This design comes from an exercise in tuning for small area, a short achievable clock period and few clock cycles on the open sky130 flow, not from production work.
No run shown here included a check of the RTL's function; only the layout flow was run.
Power and IR drop assume default switching activity.

$ cat design/flow/flow/run.sh
#!/bin/bash
# Standard layout, with the port buffers made of plain buf_1 cells
# (the default pick is the slower and larger clkdlybuf4s50_1); the
# resizer still sizes them up where timing or slew needs it.
set -euo pipefail
export BUFFER_PORTS_ARGS="-buffer_cell sky130_fd_sc_hd__buf_1"
bash standard.sh > flow_make.log 2>&1
$ cat design/flow/standard.sh
#!/bin/bash
# synth_recipe.tcl (not shown) runs the flow's synth.tcl, then flattens the netlist and writes it again
# the make line also repeats each setting of config.mk as NAME=value (left out here)
make -C /OpenROAD-flow-scripts/flow DESIGN_CONFIG=/design/flow/config.mk WORK_HOME=/design/flow/orfs CLKGATE_MAP_FILE= SYNTH_SCRIPT=/design/flow/synth_recipe.tcl "${@:-finish}"
$ cat design/flow/config.mk
export PLATFORM = sky130hd
export DESIGN_NAME = mem_unit
export DESIGN_NICKNAME = mem_unit
export VERILOG_FILES = /design/flow/design.v
export SDC_FILE = /design/flow/constraint.sdc
export NUM_CORES = 4
export LEC_CHECK = 0
export CAP_MARGIN = 20
export CORE_MARGIN = 2
export CORE_UTILIZATION = 40
export SETUP_SLACK_MARGIN = 2.5
export SLEW_MARGIN = 20
$ cat design/flow/constraint.sdc
create_clock -name core_clock -period 5.0 [get_ports {clk_in}]
set_input_delay 1.0000 -clock core_clock [delete_from_list [all_inputs] [get_ports {clk_in}]]
set_output_delay 1.0000 -clock core_clock [all_outputs]
set_load 0.01 [all_outputs]
$ cat design/flow/design.v
`timescale 1ns/1ps
`default_nettype none
package mem_pkg;
  typedef logic [31:0] addr_t;
  typedef logic [31:0] word_t;
  typedef logic [7:0]  byte_t;
  typedef logic [1:0]  size_t;
  localparam logic [1:0] IO_SELECT = 2'b11;  
endpackage
`default_nettype wire
`timescale 1ns/1ps
`default_nettype none
module mem_unit (
  input  logic                   clk_in,
  input  logic                   rst_in,
  input  logic                   rdy_in,
  input  logic                   fetch_en,
  input  mem_pkg::addr_t         fetch_addr,
  output logic                   fetch_done,
  output mem_pkg::word_t         fetch_data,
  input  logic                   load_en,
  input  mem_pkg::addr_t         load_addr,
  input  mem_pkg::size_t         load_size,
  output logic                   load_done,
  output mem_pkg::word_t         load_data,
  input  logic                   store_en,
  input  mem_pkg::addr_t         store_addr,
  input  mem_pkg::size_t         store_size,
  input  mem_pkg::word_t         store_data,
  output logic                   store_done,
  input  logic                   flush_in,
  input  logic                   io_buffer_full,
  input  mem_pkg::byte_t         mem_din,
  output mem_pkg::byte_t         mem_dout,
  output mem_pkg::addr_t         mem_a,
  output logic                   mem_wr
);
  logic        f_out;       
  logic        s_val;       
  logic [15:0] sw;
  logic [2:0]  fc;
  logic        fdin;        
  logic        f_sub;       
  logic [31:0] ra;
  logic        d_busy;
  logic        d_run;       
  logic        own;         
  logic        own_w;       
  logic        d_wr;        
  logic        d_io;        
  logic [17:0] d_q;         
  logic [1:0]  d_idx;       
  logic [1:0]  d_last;      
  logic [31:0] sd;          
  logic [3:0]  wb;          
  logic        ldin;        
  logic        l_fin;       
  logic        ls1, ls2, ls4;  
  logic        d_req;
  logic [1:0]  req_size, req_last;
  logic [17:0] req_addr;
  logic        req_io;
  logic        d_go;        
  logic        d_end;       
  logic        l_start;     
  logic        f_new;       
  logic        c_out;       
  logic        f_go0;       
  logic        f_done0;     
  logic [2:0]  fc0;
  logic [15:0] sw0;
  logic        n_busy, n_run, n_wr, n_io, n_fout, n_own;
  logic [1:0]  n_idx, n_last;
  logic [2:0]  n_fc;
  assign d_req    = load_en || store_en;
  assign req_size = load_en ? load_size : store_size;
  assign req_last = req_size[1] ? 2'd3 : {1'b0, req_size[0]};
  assign req_addr = load_en ? load_addr[17:0] : store_addr[17:0];
  assign req_io   = (req_addr[17:16] == mem_pkg::IO_SELECT);
  assign d_go     = own && !(d_wr && d_io && io_buffer_full);
  assign d_end    = d_go && d_idx == d_last;
  assign c_out    = fetch_en || (f_out && !flush_in);
  assign f_go0    = !own && !fc[2] && (c_out || s_val);
  assign l_start  = own && !d_run && !d_wr;
  assign f_done0  = c_out && ((fc[2] && !l_start) || (f_go0 && fc == 3'd3));
  assign fc0      = f_done0 ? 3'd0 : fc + {2'd0, f_go0};
  assign sw0      = f_done0 ? sw + 16'd1 : sw;
  assign f_new    = fetch_en && !(s_val && fetch_addr[17:2] == sw);
  assign mem_a    = {14'd0, own ? d_q : {sw, fc[1:0]}};
  assign mem_dout = ({8{wb[0]}} & sd[7:0])   | ({8{wb[1]}} & sd[15:8]) |
                    ({8{wb[2]}} & sd[23:16]) | ({8{wb[3]}} & sd[31:24]);
  assign mem_wr   = rdy_in && own_w && !(d_io && io_buffer_full);
  assign fetch_data = {({8{f_sub}} & mem_din) | ra[31:24], ra[23:0]};
  assign load_data[7:0]   = ({8{ls1}} & mem_din) | ra[7:0];
  assign load_data[15:8]  = ({8{ls2}} & mem_din) | ra[15:8];
  assign load_data[23:16] = ra[23:16];
  assign load_data[31:24] = {8{ls4}} & mem_din;
  logic [1:0] f_lane, l_lane;
  assign f_lane = fc[1:0] - 2'd1;
  assign l_lane = d_idx - 2'd1;
  always_ff @(posedge clk_in)
  begin
    if (fdin)
      ra[8*f_lane +: 8] <= mem_din;
    if (ldin && !l_fin)
      ra[8*l_lane +: 8] <= mem_din;
    if (rdy_in && l_start)
    begin
      if (d_last == 2'd0)
        ra[7:0] <= 8'd0;
      if (!d_last[1])
        ra[23:8] <= 16'd0;
    end
    if (rdy_in && f_go0 && c_out && fc == 3'd3 && !f_new)
      ra[31:24] <= 8'd0;
    if (rdy_in && store_en)
      sd <= store_data;
  end
  always_comb
  begin
    n_busy = d_busy;
    n_run  = d_run;
    n_wr   = d_wr;
    n_io   = d_io;
    n_idx  = d_idx;
    n_last = d_last;
    n_fout = f_out;
    n_fc   = fc;
    if (!rdy_in)
    begin
      if (l_fin)
      begin
        n_busy = 1'b1;
        n_run  = 1'b1;
      end
    end
    else
    begin
      if (d_req)
      begin
        n_busy = 1'b1;
        n_run  = 1'b0;
        n_wr   = store_en;
        n_io   = req_io;
        n_idx  = 2'd0;
        n_last = req_last;
      end
      else if (own)
      begin
        n_run = 1'b1;
        if (d_end)
        begin
          n_busy = 1'b0;
          n_wr   = 1'b0;
        end
        else if (d_go)
          n_idx = d_idx + 2'd1;
      end
      n_fout = f_new || (c_out && !f_done0);
      n_fc   = (f_new || l_start) ? 3'd0 :
               (fetch_en && f_done0) ? 3'd4 : fc0;
    end
    n_own = n_busy && (n_run || !(n_fout && n_fc != 3'd0 && !n_fc[2]));
  end
  always_ff @(posedge clk_in)
  begin
    if (rst_in)
    begin
      f_out      <= 1'b0;
      s_val      <= 1'b0;
      fc         <= 3'd0;
      fdin       <= 1'b0;
      f_sub      <= 1'b0;
      ldin       <= 1'b0;
      l_fin      <= 1'b0;
      ls1        <= 1'b0;
      ls2        <= 1'b0;
      ls4        <= 1'b0;
      d_busy     <= 1'b0;
      d_run      <= 1'b0;
      own        <= 1'b0;
      own_w      <= 1'b0;
      d_wr       <= 1'b0;
      fetch_done <= 1'b0;
      load_done  <= 1'b0;
      store_done <= 1'b0;
    end
    else
    begin
      d_busy <= n_busy;
      d_run  <= n_run;
      d_wr   <= n_wr;
      d_io   <= n_io;
      d_idx  <= n_idx;
      d_last <= n_last;
      f_out  <= n_fout;
      fc     <= n_fc;
      own    <= n_own;
      own_w  <= n_own && n_wr;
      wb     <= 4'b0001 << n_idx;
      if (!rdy_in)
      begin
        fdin  <= 1'b0;
        f_sub <= 1'b0;
        ldin  <= 1'b0;
        l_fin <= 1'b0;
        ls1   <= 1'b0;
        ls2   <= 1'b0;
        ls4   <= 1'b0;
        if (l_fin)
          load_done <= 1'b0;
      end
      else
      begin
        if (d_req)
          d_q <= req_addr;
        else if (d_go && !d_end)
          d_q <= d_q + 18'd1;
        ldin      <= d_go && !d_wr;
        l_fin     <= d_end && !d_wr;
        ls1       <= d_end && !d_wr && d_last == 2'd0;
        ls2       <= d_end && !d_wr && d_last == 2'd1;
        ls4       <= d_end && !d_wr && d_last[1];
        load_done <= d_end && !d_wr;
        store_done <= (n_own && n_wr && !n_io && n_idx == n_last) ||
                      (d_end && d_wr && d_io);
        fdin       <= f_go0 && !f_new;
        f_sub      <= f_go0 && c_out && fc == 3'd3 && !f_new;
        fetch_done <= f_done0 && !f_new;
        sw         <= fetch_en ? fetch_addr[17:2] : sw0;
        if (fetch_en)
          s_val <= 1'b1;
      end
    end
  end
endmodule
`default_nettype wire
==> flow_metrics.env, run 1 <==
export IMPL_outcome="no timing/DRC/antenna violations"
export IMPL_design_core_area_mm2=0.01724
export IMPL_period_minus_slack_ns=2.557
export IMPL_initial_utilization=0.4066
export IMPL_reg2reg_from="f_out$_SDFF_PP0_"
export IMPL_cts_tree="done"
export IMPL_synth_ff_type="edfxtp_1"
export IMPL_fin_setup_tns_ns=0
export IMPL_timing_fmax_mhz=391.0
export IMPL_cpMaxStageDelayCell="a311o_1"
export IMPL_ys_warnings_count=1
export IMPL_io_pins=256
export IMPL_num_fill_cells=1613
export IMPL_crit_buf_inv=1
export IMPL_synth_edf_count=75
export IMPL_reg2reg_to="store_done$_SDFFE_PP0P_"
export IMPL_drt_initial_drc_count=266
export IMPL_maxSlewHeadroom=0.5180
export IMPL_drtPass1Iterations=4
export IMPL_vias=5760
export IMPL_worst_setup_path_start_kind="input pin"
export IMPL_area_growth_pct=23.44
export IMPL_clk_pin_slew_ns=0.06
export IMPL_p_per_area_mw_per_mm2=355.1
export IMPL_grt_pass1_wl_um=28320
export IMPL_synth_cell_types=64
export IMPL_hold_path_startpoint="load_done$_SDFFE_PP0P_"
export IMPL_hold_class="reg -> reg"
export IMPL_path_cells="buf_6 -> nand2b_4 -> a211oi_4 -> and2_1 -> ha_2 -> mux2i_2 -> o31ai_1 -> nand2b_1 -> a311o_1 -> a31o_1"
export IMPL_wirelength_um=18030
export IMPL_clock_sinks=127
export IMPL_fin_skew_ns=0.01538
export IMPL_cap_violations=0
export IMPL_ir_drop_mv=0.2509
export IMPL_chipHeight_um=136.4
export IMPL_yosys_register_bits=127
export IMPL_pre_cts_slack_ns=1.653
export IMPL_syn_area_per_cell_um2=9.760
export IMPL_cpPeakStageDelay_ns=0.36
export IMPL_dp_cells=1075
export IMPL_drv_slew=0
export IMPL_arrival_ns=2.86
export IMPL_hold_violations=0
export IMPL_routedWlPerCell_um=16.02
export IMPL_antenna_found_initial=0
export IMPL_clock_latency_ns=0.42
export IMPL_clk_path_buf_depth=2
export IMPL_fin_crit_sh=0.5115
export IMPL_worstPathMaxFanout=3
export IMPL_final_setup_worst_slack_ns=2.443
export IMPL_root_buffer="clkbuf_16"
export IMPL_drc=0
export IMPL_die_area_mm2=0.01859
export IMPL_dpl_hpwl_um=12660
export IMPL_port_buffers=197
export IMPL_ff2ff_path_depth=9
export IMPL_fin_cells=1126
export IMPL_diodes=0
export IMPL_yosysTopAreaCellShare=0.3214
export IMPL_numCtsBuffers=17
export IMPL_synthCells=718
export IMPL_globalRouteOverflowTotal=0
export IMPL_crit_type="in -> reg"
export IMPL_cp_required_ns=5.30
export IMPL_tightest_slew_ns=0.7229
export IMPL_drive_above_1_share=0.1310
export IMPL_ys_top_cells_by_area="edfxtp_1 32%, dfxtp_1 15%, a22oi_1 5.7%"
export IMPL_grt_max_degree=41
export IMPL_synthArstFlopShare=0
export IMPL_p_leak_uw=0.003339
export IMPL_r2r_slack_ns=2.74
export IMPL_grt_util_all_layers=0.1978
export IMPL_globalplace_congestion=0.8091
export IMPL_cts_htree_levels=4
export IMPL_ant_nets=0
export IMPL_hold_depth=2
export IMPL_yosysSeqAreaShare=0.4699
export IMPL_vias_per_cell=5.115
export IMPL_first_global_vias=5442
export IMPL_setup_viol=0
export IMPL_rows=48
export IMPL_hold_end="load_done$_SDFFE_PP0P_"
export IMPL_nNetsFinal=1048
export IMPL_rsz0062_at_grt="true"
export IMPL_synth_area_leader_cell="edfxtp_1"
export IMPL_synth_area_mm2=0.007008
export IMPL_cp_top_family="compound AO/OA/AOI/OAI gates"
export IMPL_cp_end_kind="flip-flop"
export IMPL_power_uw=3072
export IMPL_die_w_um=136.4
## where the power goes
| group | switching, uW | internal, uW | leakage [uW] | total (uW) |
|---|---|---|---|---|
| Combinational | 278 | 225 | 0.00191 | 502 |
| Sequential | 75.1 | 1210 | 0.00113 | 1280 |
| Clock | 492 | 794 | 0.000291 | 1290 |
## cells in the final DEF, fill, tap and decap left out, drive strengths merged, types with 12 or more instances in the layout
cell / netlist / layout
xnor2: 20 / 20
conb: 1 / 14
xor2: 29 / 29
a22oi: 53 / 53
nor2: 69 / 69
clkbuf: 28 / 26
nand2: 76 / 76
ha: 12 / 12
o21ai: 46 / 46
a21o: 27 / 27
mux2: 21 / 21
buf: 56 / 211
and2: 16 / 16
inv: 11 / 15
a21oi: 25 / 25
dfxtp: 52 / 52
edfxtp: 75 / 75
nand3: 16 / 16
nor3: 15 / 15
## state kept, by name (all words and copies together), names as in the netlist, 2 cells and up
| signal | count |
|---|---|
| wb | 4 |
| d_last | 2 |
| d_q | 18 |
| sd | 32 |
| fc | 3 |
| sw | 16 |
| ra | 32 |
| d_idx | 2 |
## routing by layer
| metal | track usage | vias up | routed length (um) |
|---|---|---|---|
| li1 | - | 2866 | - |
| met1 | 0.2459 | 2704 | 7948 |
| met2 | 0.3297 | 170 | 8701 |
| met3 | 0.05705 | 20 | 1066 |
| met4 | 0.06539 | 0 | 317 |
| met5 | 0 | - | 0 |
## worst max path at each step
stage,from,endpoint,slack [ns],depth (start not counted)
after floorplan,flush_in,store_done$_SDFFE_PP0P_,2.24,9
after global placement,fetch_en,store_done$_SDFFE_PP0P_,1.70,11
after detailed placement,fetch_en,store_done$_SDFFE_PP0P_,1.65,11
after CTS,flush_in,store_done$_SDFFE_PP0P_,2.44,10
after global routing,flush_in,store_done$_SDFFE_PP0P_,2.39,10
final,flush_in,store_done$_SDFFE_PP0P_,2.44,10
## area by class of cell
| type | count | area [um2] | share of cell area |
|---|---|---|---|
| clock buffer | 18 | 429.2 | 0.04961 |
| clock inverter | 14 | 181.4 | 0.02097 |
| inverter | 11 | 45.04 | 0.005207 |
| multi-input combinational | 509 | 3282 | 0.3794 |
| sequential | 127 | 3301 | 0.3815 |
| tap | 225 | 281.5 | 0.03254 |
| timing repair buffer | 222 | 1131 | 0.1307 |
## cells by family (layout without fill, tap and decap cells)
group | Yosys count | after routing | share of synthesized area
AO/OA/AOI/OAI | 170 | 170 | 0.1627
XOR/XNOR | 49 | 49 | 0.06231
adder cells (fa/ha/maj) | 12 | 12 | 0.02142
buffers and inverters | 95 | 265 | 0.07748
flip-flops | 127 | 127 | 0.4699
multiplexers | 25 | 25 | 0.03946
other | 1 | 14 | 0.0005351
AND/OR/NAND/NOR | 239 | 239 | 0.1662
## cells in the mapped netlist, types with 2 or more instances
cell type  number
nand2_1        76
xor2_1         28
ha_1           12
buf_1           4
and3_1          7
nor4_1          7
nor2b_1         7
a31oi_1         2
mux2i_1         4
clkbuf_1       28
o21ai_1         3
buf_2           5
and2_1         15
nor3b_1         3
and2b_1         2
nor3_1         13
dfxtp_1        52
xnor2_1        20
inv_1          11
nand2b_1        4
nand3_1        16
mux2_2         21
edfxtp_1       75
a21o_1         27
a21oi_1        24
nor2_1         68
buf_4          46
o21ai_0        41
a22oi_1        53
a32o_1          2
and4_1          2
o21ai_2         2
nand4_1         7
## worst register-to-register path, cell delays in order (launching register included)
cell and delay [ns]:
dfxtp_1 0.43, nand2b_4 0.09, a211oi_4 0.24, and2_1 0.16, ha_2 0.18, mux2i_2 0.24
o31ai_1 0.10, nand2b_1 0.15, a311o_1 0.36, a31o_1 0.19
## per-stage QoR
step | utilization | instance area, um2 | hold slack (ns)
after floorplan | - | 7112 | 0.4698
after global placement | 0.4438 | 7650 | 0.4367
after detailed placement | 0.4438 | 7650 | 0.4457
after CTS | 0.4949 | 8531 | 0.4545
after global routing | 0.5019 | 8651 | 0.4707
final | 0.5019 | 8651 | 0.4538
## timing repair
action	4_1_cts	5_1_grt
pin swaps	4	8
resized for setup	33	15
hold buffers	0	0
setup endpoints to repair	89	73
gates cloned	3	0
setup buffers	9	7
==> run 2: changes to the inputs <==
--- a/design/flow/design.v
+++ b/design/flow/design.v
@@ -49,13 +49,12 @@
   logic        d_wr;        
   logic        d_io;        
   logic [17:0] d_q;         
-  logic [1:0]  d_idx;       
   logic [1:0]  d_last;      
   logic [31:0] sd;          
   logic [3:0]  wb;          
   logic        ldin;        
-  logic        l_fin;       
   logic        ls1, ls2, ls4;  
+  logic        l_fin;
   logic        d_req;
   logic [1:0]  req_size, req_last;
   logic [17:0] req_addr;
@@ -70,7 +69,10 @@
   logic [2:0]  fc0;
   logic [15:0] sw0;
   logic        n_busy, n_run, n_wr, n_io, n_fout, n_own;
-  logic [1:0]  n_idx, n_last;
+  logic        f_hold;      
+  logic [2:0]  fc_h;
+  logic [1:0]  n_last;
+  logic [3:0]  n_wb;
   logic [2:0]  n_fc;
   assign d_req    = load_en || store_en;
   assign req_size = load_en ? load_size : store_size;
@@ -78,7 +80,8 @@
   assign req_addr = load_en ? load_addr[17:0] : store_addr[17:0];
   assign req_io   = (req_addr[17:16] == mem_pkg::IO_SELECT);
   assign d_go     = own && !(d_wr && d_io && io_buffer_full);
-  assign d_end    = d_go && d_idx == d_last;
+  assign d_end    = d_go && (d_last[1] ? wb[3] : d_last[0] ? wb[1] : wb[0]);
+  assign l_fin    = ls1 || ls2 || ls4;
   assign c_out    = fetch_en || (f_out && !flush_in);
   assign f_go0    = !own && !fc[2] && (c_out || s_val);
   assign l_start  = own && !d_run && !d_wr;
@@ -97,7 +100,7 @@
   assign load_data[31:24] = {8{ls4}} & mem_din;
   logic [1:0] f_lane, l_lane;
   assign f_lane = fc[1:0] - 2'd1;
-  assign l_lane = d_idx - 2'd1;
+  assign l_lane = {wb[3], wb[2]};
   always_ff @(posedge clk_in)
   begin
     if (fdin)
@@ -122,7 +125,7 @@
     n_run  = d_run;
     n_wr   = d_wr;
     n_io   = d_io;
-    n_idx  = d_idx;
+    n_wb   = wb;
     n_last = d_last;
     n_fout = f_out;
     n_fc   = fc;
@@ -142,7 +145,7 @@
         n_run  = 1'b0;
         n_wr   = store_en;
         n_io   = req_io;
-        n_idx  = 2'd0;
+        n_wb   = 4'b0001;
         n_last = req_last;
       end
       else if (own)
@@ -154,13 +157,18 @@
           n_wr   = 1'b0;
         end
         else if (d_go)
-          n_idx = d_idx + 2'd1;
+          n_wb  = {wb[2:0], 1'b0};
       end
       n_fout = f_new || (c_out && !f_done0);
       n_fc   = (f_new || l_start) ? 3'd0 :
                (fetch_en && f_done0) ? 3'd4 : fc0;
     end
-    n_own = n_busy && (n_run || !(n_fout && n_fc != 3'd0 && !n_fc[2]));
+    fc_h   = fc + {2'd0, !own && !fc[2]};
+    f_hold = (fetch_en || f_out) && fc_h != 3'd0 && !fc_h[2];
+    if (!rdy_in)
+      n_own = own || l_fin;
+    else
+      n_own = n_busy && (n_run || !f_hold);
   end
   always_ff @(posedge clk_in)
   begin
@@ -172,7 +180,6 @@
       fdin       <= 1'b0;
       f_sub      <= 1'b0;
       ldin       <= 1'b0;
-      l_fin      <= 1'b0;
       ls1        <= 1'b0;
       ls2        <= 1'b0;
       ls4        <= 1'b0;
@@ -191,19 +198,17 @@
       d_run  <= n_run;
       d_wr   <= n_wr;
       d_io   <= n_io;
-      d_idx  <= n_idx;
       d_last <= n_last;
       f_out  <= n_fout;
       fc     <= n_fc;
       own    <= n_own;
       own_w  <= n_own && n_wr;
-      wb     <= 4'b0001 << n_idx;
+      wb     <= n_wb;
       if (!rdy_in)
       begin
         fdin  <= 1'b0;
         f_sub <= 1'b0;
         ldin  <= 1'b0;
-        l_fin <= 1'b0;
         ls1   <= 1'b0;
         ls2   <= 1'b0;
         ls4   <= 1'b0;
@@ -217,12 +222,11 @@
         else if (d_go && !d_end)
           d_q <= d_q + 18'd1;
         ldin      <= d_go && !d_wr;
-        l_fin     <= d_end && !d_wr;
         ls1       <= d_end && !d_wr && d_last == 2'd0;
         ls2       <= d_end && !d_wr && d_last == 2'd1;
         ls4       <= d_end && !d_wr && d_last[1];
         load_done <= d_end && !d_wr;
-        store_done <= (n_own && n_wr && !n_io && n_idx == n_last) ||
+        store_done <= (n_own && n_wr && !n_io && (n_last[1] ? n_wb[3] : n_last[0] ? n_wb[1] : n_wb[0])) ||
                       (d_end && d_wr && d_io);
         fdin       <= f_go0 && !f_new;
         f_sub      <= f_go0 && c_out && fc == 3'd3 && !f_new;
--- a/design/flow/config.mk
+++ b/design/flow/config.mk
@@ -8,5 +8,8 @@
 export CAP_MARGIN = 20
 export CORE_MARGIN = 2
 export CORE_UTILIZATION = 40
+export CTS_BUF_LIST = sky130_fd_sc_hd__clkbuf_4 sky130_fd_sc_hd__clkbuf_8
+export CTS_CLUSTER_DIAMETER = 150
+export CTS_CLUSTER_SIZE = 40
 export SETUP_SLACK_MARGIN = 2.5
 export SLEW_MARGIN = 20
==> run 2 against run 1 <==
Sequential power shrank 3%. Count of clock-buffer cells in the layout down 1. Non-clock buffer count down 7. Clock skew decreased by 0.0048 ns. Register-to-register slack improved by 0.10 ns. Power fell by 17%. Global-route usage shrank 0.24 points. Setup slack better by 0.081 ns. Critical endpoint is now load_data[9]. Largest power group is now sequential cells.
==> flow_metrics.env, run 2 <==
export IMPL_crit_type="in -> out"
export IMPL_rsz0062_at_grt="true"
export IMPL_root_buffer="clkbuf_8"
export IMPL_port_buffers=197
export IMPL_io_pins=256
export IMPL_grt_pass1_wl_um=27690
export IMPL_die_area_mm2=0.01833
export IMPL_cp_end_kind="primary output"
export IMPL_drtPass1Iterations=5
export IMPL_die_w_um=135.4
export IMPL_top_regs="ra (32), sd (32), d_q (18)"
export IMPL_cp_top_family="buffers and inverters"
export IMPL_diodes=0
export IMPL_area_growth_pct=17.14
export IMPL_hold_class="reg -> reg"
export IMPL_clk_pin_slew_ns=0.08
export IMPL_yosys_register_bits=124
export IMPL_dpl_hpwl_um=12590
export IMPL_grt_util_all_layers=0.1954
export IMPL_busiest_layer="met2"
export IMPL_use_met1=0.2698
export IMPL_timing_fmax_mhz=403.9
export IMPL_setup_viol=0
export IMPL_cap_violations=0
export IMPL_globalplace_congestion=0.8322
export IMPL_use_met3=0.04452
export IMPL_path_cells="clkbuf_4 -> a21o_1 -> buf_1"
export IMPL_cp_required_ns=4.00
export IMPL_numCtsBuffers=17
export IMPL_worstPathMaxFanout=8
export IMPL_yosysSeqAreaShare=0.4654
export IMPL_p_leak_uw=0.003162
export IMPL_vias_per_cell=5.095
export IMPL_fin_setup_tns_ns=0
export IMPL_maxSlewHeadroom=0.5095
export IMPL_yosysMostFrequentCell="nand2_1"
export IMPL_synth_cell_types=58
export IMPL_cpMaxStageDelayCell="a21o_1"
export IMPL_clk_path_buf_depth=2
export IMPL_synthArstFlopShare=0
export IMPL_synth_edf_count=73
export IMPL_final_common_cell="buf_1"
export IMPL_antenna_found_initial=0
export IMPL_cts_htree_levels=4
export IMPL_arrival_ns=1.48
export IMPL_syn_area_per_cell_um2=9.724
export IMPL_synth_ff_type="edfxtp_1"
export IMPL_fin_crit_sh=0.4952
export IMPL_period_minus_slack_ns=2.476
export IMPL_grt_use_met2=0.3009
export IMPL_multi_input_area_mm2=0.003209
export IMPL_first_global_vias=5222
export IMPL_crit_buf_inv=2
export IMPL_drt_initial_drc_count=368
export IMPL_outcome="no timing/DRC/antenna violations"
export IMPL_fin_skew_ns=0.01063
export IMPL_r2r_slack_ns=2.84
export IMPL_holdWs_ns=0.4820
export IMPL_drc=0
export IMPL_cts_tree="done"
export IMPL_ant_nets=0
export IMPL_chipHeight_um=135.4
export IMPL_tightest_slew_ns=0.7357
export IMPL_initial_utilization=0.4048
export IMPL_clock_sinks=124
export IMPL_drive_above_1_share=0.1175
export IMPL_synth_area_mm2=0.006904
export IMPL_clock_latency_ns=0.44
export IMPL_design_core_area_mm2=0.01706
export IMPL_num_fill_cells=1739
export IMPL_routedWlPerCell_um=15.92
export IMPL_regArea_mm2=0.003219
export IMPL_yosysTopAreaCellShare=0.3175
export IMPL_ys_warnings_count=1
export IMPL_synth_commonest_cells="74 x nand2_1, 73 x edfxtp_1, 65 x nor2_1, 52 x a22oi_1, 52 x o21ai_0"
export IMPL_grt_max_degree=46
export IMPL_vias=5656
export IMPL_hold_violations=0
export IMPL_globalRouteOverflowTotal=0
export IMPL_drv_slew=0
export IMPL_worst_setup_path_start_kind="input pin"
export IMPL_p_per_area_mw_per_mm2=315.3
export IMPL_ir_drop_mv=0.1478
export IMPL_rows=48
export IMPL_wirelength_um=17680
export IMPL_layout_common_cells="182 x buf_1, 74 x nand2_1, 73 x edfxtp_1"
export IMPL_synthCells=710
export IMPL_cpPeakStageDelay_ns=0.18
export IMPL_nNetsFinal=1035
export IMPL_synth_area_leader_cell="edfxtp_1"
export IMPL_ys_top_cells_by_area="edfxtp_1 32%, dfxtp_1 15%, a22oi_1 5.7%"
## run 2: cell count changes in the layout (fill, tap and decap cells not counted), sizes merged, moves of 6 or more
cell   before  now
o21ai      46   56
and2       16   10
mux2i       4   10
inv        15   24
nor3       15    9
nand3      16   23
## run 2: cells by family (layout without fill, tap and decap cells)
| kind of cell | Yosys count | count (layout) | synth area share |
|---|---|---|---|
| other | 1 | 14 | 0.0005432 |
| DFF | 124 | 124 | 0.4654 |
| AOI/OAI and AO/OA | 178 | 178 | 0.1734 |
| adders and majority gates | 15 | 15 | 0.02718 |
| and+or+nand+nor | 218 | 218 | 0.1504 |
| xor gates and xnor gates | 46 | 46 | 0.05835 |
| muxes | 26 | 26 | 0.04059 |
| buffers and inverters | 102 | 264 | 0.08409 |
## run 2: layer usage
layer	up-vias	wire length, um
li1	2814	-
met1	2648	8319
met2	170	8176
met3	24	860
met4	0	319
met5	-	0
## run 2: final cells by class
type                            instances  share of cell area
Clock buffer                           17             0.02893
Clock inverter                         15             0.01702
Inverter                               17            0.007890
Multi-Input combinational cell        497              0.3968
Sequential cell                       124              0.3981
Tap cell                              225             0.03481
Timing Repair Buffer                  215              0.1165
## run 2: where the power goes
part,total [uW],internal (uW),switching [uW]
Combinational,453,191,262
Clock,857,400,457
Sequential,1240,1180,64.3
## run 2: worst paths after layout
| path | cells after the start | end | startpoint |
|---|---|---|---|
| worst max-delay path | 3 | load_data[9] | mem_din[1] |
| worst min-delay path | 2 | load_done$_SDFFE_PP0P_ | load_done$_SDFFE_PP0P_ |
| worst max register to register | 8 | store_done$_SDFFE_PP0P_ | wb[3]$_DFFE_PN_ |
| worst min register to register | 2 | load_done$_SDFFE_PP0P_ | load_done$_SDFFE_PP0P_ |
## run 2: per-stage QoR
step | total power [uW] | util | setup slack (ns) | instances | area (um2)
6_report | 2550 | 0.4742 | 2.524 | 1110 | 8088
5_1_grt | 2684 | 0.4742 | 2.467 | 1110 | 8088
4_1_cts | 2572 | 0.4702 | 2.363 | 1108 | 8020
3_5_place_dp | 1696 | 0.4401 | 1.766 | 1063 | 7506
3_3_place_gp | 1689 | 0.4401 | 1.808 | 1063 | 7506
2_1_floorplan | 1588 | - | 2.570 | 723 | 6979
## run 2: worst min-delay path, cell delays in order (launching register included)
cell and delay (ns):
dfxtp_1 0.31, inv_1 0.05, o32ai_1 0.07
## run 2: what timing repair did
item                                    in CTS  in global routing
buffers inserted                            13                  2
pin swaps                                    0                  0
endpoints found under the setup margin      86                 25
hold buffers                                 0                  0
gates resized for setup                     25                 17
==> run 3: changes to the inputs <==
--- a/design/flow/design.v
+++ b/design/flow/design.v
@@ -69,8 +69,6 @@
   logic [2:0]  fc0;
   logic [15:0] sw0;
   logic        n_busy, n_run, n_wr, n_io, n_fout, n_own;
-  logic        f_hold;      
-  logic [2:0]  fc_h;
   logic [1:0]  n_last;
   logic [3:0]  n_wb;
   logic [2:0]  n_fc;
@@ -81,7 +79,6 @@
   assign req_io   = (req_addr[17:16] == mem_pkg::IO_SELECT);
   assign d_go     = own && !(d_wr && d_io && io_buffer_full);
   assign d_end    = d_go && (d_last[1] ? wb[3] : d_last[0] ? wb[1] : wb[0]);
-  assign l_fin    = ls1 || ls2 || ls4;
   assign c_out    = fetch_en || (f_out && !flush_in);
   assign f_go0    = !own && !fc[2] && (c_out || s_val);
   assign l_start  = own && !d_run && !d_wr;
@@ -93,29 +90,21 @@
   assign mem_dout = ({8{wb[0]}} & sd[7:0])   | ({8{wb[1]}} & sd[15:8]) |
                     ({8{wb[2]}} & sd[23:16]) | ({8{wb[3]}} & sd[31:24]);
   assign mem_wr   = rdy_in && own_w && !(d_io && io_buffer_full);
-  assign fetch_data = {({8{f_sub}} & mem_din) | ra[31:24], ra[23:0]};
-  assign load_data[7:0]   = ({8{ls1}} & mem_din) | ra[7:0];
-  assign load_data[15:8]  = ({8{ls2}} & mem_din) | ra[15:8];
-  assign load_data[23:16] = ra[23:16];
+  assign fetch_data = {f_sub ? mem_din : ra[31:24], ra[23:0]};
+  assign load_data[7:0]   = ls1 ? mem_din : ra[7:0];
+  assign load_data[15:8]  = ls2 ? mem_din : {8{ls4}} & ra[15:8];
+  assign load_data[23:16] = {8{ls4}} & ra[23:16];
   assign load_data[31:24] = {8{ls4}} & mem_din;
-  logic [1:0] f_lane, l_lane;
+  logic [1:0] f_lane;
+  assign l_fin  = ls1 || ls2 || ls4;
   assign f_lane = fc[1:0] - 2'd1;
-  assign l_lane = {wb[3], wb[2]};
   always_ff @(posedge clk_in)
   begin
     if (fdin)
       ra[8*f_lane +: 8] <= mem_din;
-    if (ldin && !l_fin)
-      ra[8*l_lane +: 8] <= mem_din;
-    if (rdy_in && l_start)
-    begin
-      if (d_last == 2'd0)
-        ra[7:0] <= 8'd0;
-      if (!d_last[1])
-        ra[23:8] <= 16'd0;
-    end
-    if (rdy_in && f_go0 && c_out && fc == 3'd3 && !f_new)
-      ra[31:24] <= 8'd0;
+    for (int j = 0; j < 3; j++)
+      if (ldin && !l_fin && wb[j+1])
+        ra[8*j +: 8] <= mem_din;
     if (rdy_in && store_en)
       sd <= store_data;
   end
@@ -163,12 +152,7 @@
       n_fc   = (f_new || l_start) ? 3'd0 :
                (fetch_en && f_done0) ? 3'd4 : fc0;
     end
-    fc_h   = fc + {2'd0, !own && !fc[2]};
-    f_hold = (fetch_en || f_out) && fc_h != 3'd0 && !fc_h[2];
-    if (!rdy_in)
-      n_own = own || l_fin;
-    else
-      n_own = n_busy && (n_run || !f_hold);
+    n_own = n_busy && (n_run || !(n_fout && n_fc != 3'd0 && !n_fc[2]));
   end
   always_ff @(posedge clk_in)
   begin
@@ -198,12 +182,12 @@
       d_run  <= n_run;
       d_wr   <= n_wr;
       d_io   <= n_io;
+      wb     <= n_wb;
       d_last <= n_last;
       f_out  <= n_fout;
       fc     <= n_fc;
       own    <= n_own;
       own_w  <= n_own && n_wr;
-      wb     <= n_wb;
       if (!rdy_in)
       begin
         fdin  <= 1'b0;
==> design/flow/config.mk (replaced) <==
export PLATFORM = sky130hd
export DESIGN_NAME = mem_unit
export DESIGN_NICKNAME = mem_unit
export VERILOG_FILES = /design/flow/design.v
export SDC_FILE = /design/flow/constraint.sdc
export NUM_CORES = 4
export LEC_CHECK = 0
export CAP_MARGIN = 20
export CORE_MARGIN = 2
export CORE_UTILIZATION = 40
export SETUP_SLACK_MARGIN = 2.4
export SLEW_MARGIN = 20
==> run 3 against run 2 <==
Still clean. Register-to-register slack got worse by 0.21 ns. Die area grew 2.2%. Utilization increased by 2.1 points. Synthesized cell count shrank 3.5%. Sequential power barely moved. Via count fell by 0.19%. Maximum frequency down 4.2%. Wire length increased by 2.3%. Hold slack improved by 0.0026 ns. Cell count down 0.72%. Critical endpoint is now load_data[2].
==> flow_metrics.env, run 3 <==
export IMPL_outcome="no timing/DRC/antenna violations"
export IMPL_hold_violations=0
export IMPL_port_buffers=197
export IMPL_synthArstFlopShare=0
export IMPL_vias_per_cell=5.123
export IMPL_area_growth_pct=21.38
export IMPL_yosysSeqAreaShare=0.5005
export IMPL_yosysMostFrequentCell="edfxtp_1"
export IMPL_design_core_area_mm2=0.01730
export IMPL_synth_area_leader_cell="edfxtp_1"
export IMPL_synthCells=685
export IMPL_hold_end="load_done$_SDFFE_PP0P_"
export IMPL_synth_ff_type="edfxtp_1"
export IMPL_top_regs="ra (32), sd (32), d_q (18)"
export IMPL_cp_end_kind="primary output"
export IMPL_cts_tree="done"
export IMPL_drtPass1Iterations=4
export IMPL_synth_commonest_cells="105 x edfxtp_1, 89 x nand2_1, 60 x o21ai_0, 38 x buf_4, 37 x nor2_1"
export IMPL_syn_area_per_cell_um2=10.31
export IMPL_reg2reg_to="d_q[8]$_DFFE_PP_"
export IMPL_clk_pin_slew_ns=0.06
export IMPL_reg2reg_from="wb[0]$_DFFE_PN_"
export IMPL_ir_drop_mv=0.2556
export IMPL_crit_buf_inv=2
export IMPL_io_pins=256
export IMPL_antenna_found_initial=0
export IMPL_setup_viol=0
export IMPL_synth_cell_types=62
export IMPL_yosys_register_bits=124
export IMPL_clk_path_buf_depth=2
export IMPL_fin_skew_ns=0.005766
export IMPL_ys_top_cells_by_area="edfxtp_1 45%, dfxtp_1 5.4%, nand2_1 4.7%"
export IMPL_grt_util_all_layers=0.1968
export IMPL_ff2ff_path_depth=5
export IMPL_fin_crit_sh=0.5169
export IMPL_cpMaxStageDelayCell="mux2_2"
export IMPL_cpPeakStageDelay_ns=0.28
export IMPL_final_common_cell="buf_1"
export IMPL_finish_utilization=0.4954
export IMPL_clock_sinks=124
export IMPL_dpl_hpwl_um=12580
export IMPL_cap_violations=0
export IMPL_die_area_mm2=0.01873
export IMPL_period_minus_slack_ns=2.585
export IMPL_fin_setup_tns_ns=0
export IMPL_path_cells="buf_2 -> mux2_2 -> buf_1"
export IMPL_cts_hold_buf=0
export IMPL_vias=5645
export IMPL_grt_pass1_wl_um=27880
export IMPL_num_fill_cells=1671
export IMPL_worst_setup_path_start_kind="input pin"
export IMPL_globalRouteOverflowTotal=0
export IMPL_globalplace_congestion=0.8196
export IMPL_fin_area_mm2=0.008568
export IMPL_maxSlewHeadroom=0.3430
export IMPL_r2r_slack_ns=2.63
export IMPL_cts_htree_levels=4
export IMPL_cp_top_family="buffers and inverters"
export IMPL_ant_nets=0
export IMPL_synth_area_mm2=0.007059
export IMPL_first_global_vias=5349
export IMPL_clock_latency_ns=0.42
export IMPL_numCtsBuffers=17
export IMPL_drive_above_1_share=0.1300
export IMPL_rsz0062_at_grt="true"
export IMPL_die_w_um=136.8
export IMPL_hold_class="reg -> reg"
export IMPL_routedWlPerCell_um=16.41
export IMPL_crit_type="in -> out"
export IMPL_timing_fmax_mhz=386.9
export IMPL_drv_slew=0
export IMPL_p_leak_uw=0.003076
export IMPL_ys_warnings_count=1
export IMPL_hold_depth=2
export IMPL_arrival_ns=1.58
export IMPL_wirelength_um=18090
export IMPL_dpl_cell_area_mm2=0.007784
export IMPL_grt_max_degree=40
export IMPL_hold_path_startpoint="load_done$_SDFFE_PP0P_"
export IMPL_rows=48
export IMPL_layout_common_cells="182 x buf_1, 105 x edfxtp_1, 88 x nand2_1"
export IMPL_tightest_slew_ns=0.9772
export IMPL_cp_required_ns=4.00
export IMPL_diodes=0
export IMPL_initial_utilization=0.4081
export IMPL_chipHeight_um=136.8
export IMPL_p_per_area_mw_per_mm2=326.5
export IMPL_worstPathMaxFanout=8
export IMPL_synth_edf_count=105
export IMPL_drc=0
export IMPL_yosysTopAreaCellShare=0.4467
export IMPL_nNetsFinal=1020
export IMPL_drt_initial_drc_count=322
export IMPL_root_buffer="clkbuf_16"
-- run 3: cell types whose count changed after synthesis, moves of 8 or more --
cell / delta
a21o_1: -24
a22o_1: +31
a22oi_1: -34
and2_1: +11
buf_4: -8
clkbuf_1: -10
dfxtp_1: -32
edfxtp_1: +32
mux2_2: +9
nand2_1: +15
nor2_1: -28
o21ai_0: +8
-- run 3: worst max-delay path by stage --
stage / startpoint / to / cells past startpoint
floorplan: fetch_en / store_done$_SDFFE_PP0P_ / 12
global placement: fetch_en / store_done$_SDFFE_PP0P_ / 14
detailed placement: fetch_en / store_done$_SDFFE_PP0P_ / 14
CTS: fetch_en / store_done$_SDFFE_PP0P_ / 14
global route: store_en / store_done$_SDFFE_PP0P_ / 9
finish: mem_din[2] / load_data[2] / 3
-- run 3: logic make-up (layout without fill, tap and decap cells) --
| family | Yosys count | count (layout) | share of synthesized area |
|---|---|---|---|
| AND/OR/NAND/NOR | 219 | 219 | 0.1514 |
| AO/OA/AOI/OAI | 165 | 165 | 0.1551 |
| flip-flops | 124 | 124 | 0.5005 |
| buffers and inverters | 90 | 269 | 0.07019 |
| XOR/XNOR | 47 | 47 | 0.05831 |
| multiplexers | 31 | 31 | 0.04981 |
| adder cells (fa/ha/maj) | 8 | 8 | 0.01418 |
| other | 1 | 14 | 0.0005312 |
-- run 3: what timing repair did --
| action | 4_1_cts | 5_1_grt |
|---|---|---|
| setup buffers | 7 | 4 |
| endpoints found under the setup margin | 91 | 28 |
| cloned | 2 | 0 |
| hold endpoints to repair | 0 | 0 |
| pin swaps | 0 | 12 |
| resized for setup | 21 | 17 |
-- run 3: per-layer routing --
metal | global-route usage | wire length (um)
met5 | 0 | 0
met4 | 0.07617 | 348
met3 | 0.04556 | 1129
met2 | 0.3119 | 8302
met1 | 0.2620 | 8308
-- run 3: power by group --
group	internal (uW)	switching, uW
logic	157	211
clock network	691	492
registers	1190	54.9
-- run 3: tightest hold or removal path: cells and delay by family (launching register included) --
kind             cells  cell delay, ns
flip-flops           1            0.32
AND/OR/NAND/NOR      1            0.06
AO/OA/AOI/OAI        1            0.06
-- run 3: area by class of cell --
class / count / area, um2 / share of cell area
clock buffer: 17 / 425.4 / 0.04965
clock inverter: 15 / 140.1 / 0.01636
inverter: 22 / 86.33 / 0.01008
multi-input combinational: 484 / 3133 / 0.3657
sequential: 124 / 3541 / 0.4133
tap: 225 / 281.5 / 0.03286
timing repair buffer: 215 / 960.9 / 0.1121
-- run 3: through the flow --
step	setup slack (ns)	power [uW]	std cells	hold slack, ns
after global placement	1.601	1611	1057	0.4590
after CTS	2.398	2819	1098	0.4786
after detailed placement	1.580	1614	1057	0.4703
after floorplan	2.323	1500	698	0.4896
final	2.415	2798	1102	0.4845
after global routing	2.350	2916	1102	0.5178

port drivers added, routing unchanged:
How much do the figures lean on ideal ports? The routed layouts below were timed once more, with nothing changed but the port constraints.
Step 1 (the two cells are an assumption about what drives the block):
set clk [get_ports {clk_in}]
set_driving_cell -lib_cell sky130_fd_sc_hd__clkbuf_16 $clk
set_driving_cell -lib_cell sky130_fd_sc_hd__buf_2 [delete_from_list [all_inputs] $clk]
Step 2 times the ports against the registers' clock, not the clock port: input delays grow and output delays shrink by t, the midpoint of the rising clock arrivals with the driver on.
Three values: no drivers, after step 1, after step 2; two values: the first two.
run | t (ns) | setup WS [ns] | worst setup path at the end | slew at the worst register clock pin (ns)
run 1 | 0.457 | 2.443 / 2.451 / 1.994 | input to register | 0.06 / 0.06
run 2 | 0.479 | 2.524 / 2.479 / 2.171 | input to register | 0.08 / 0.08
run 3 | 0.457 | 2.415 / 2.395 / 2.012 | input to register | 0.06 / 0.06
After both steps every run listed still meets setup and hold. The setup slack of run 1, which loses most, moves by +0.008 ns with the drivers and by -0.449 ns with both steps.
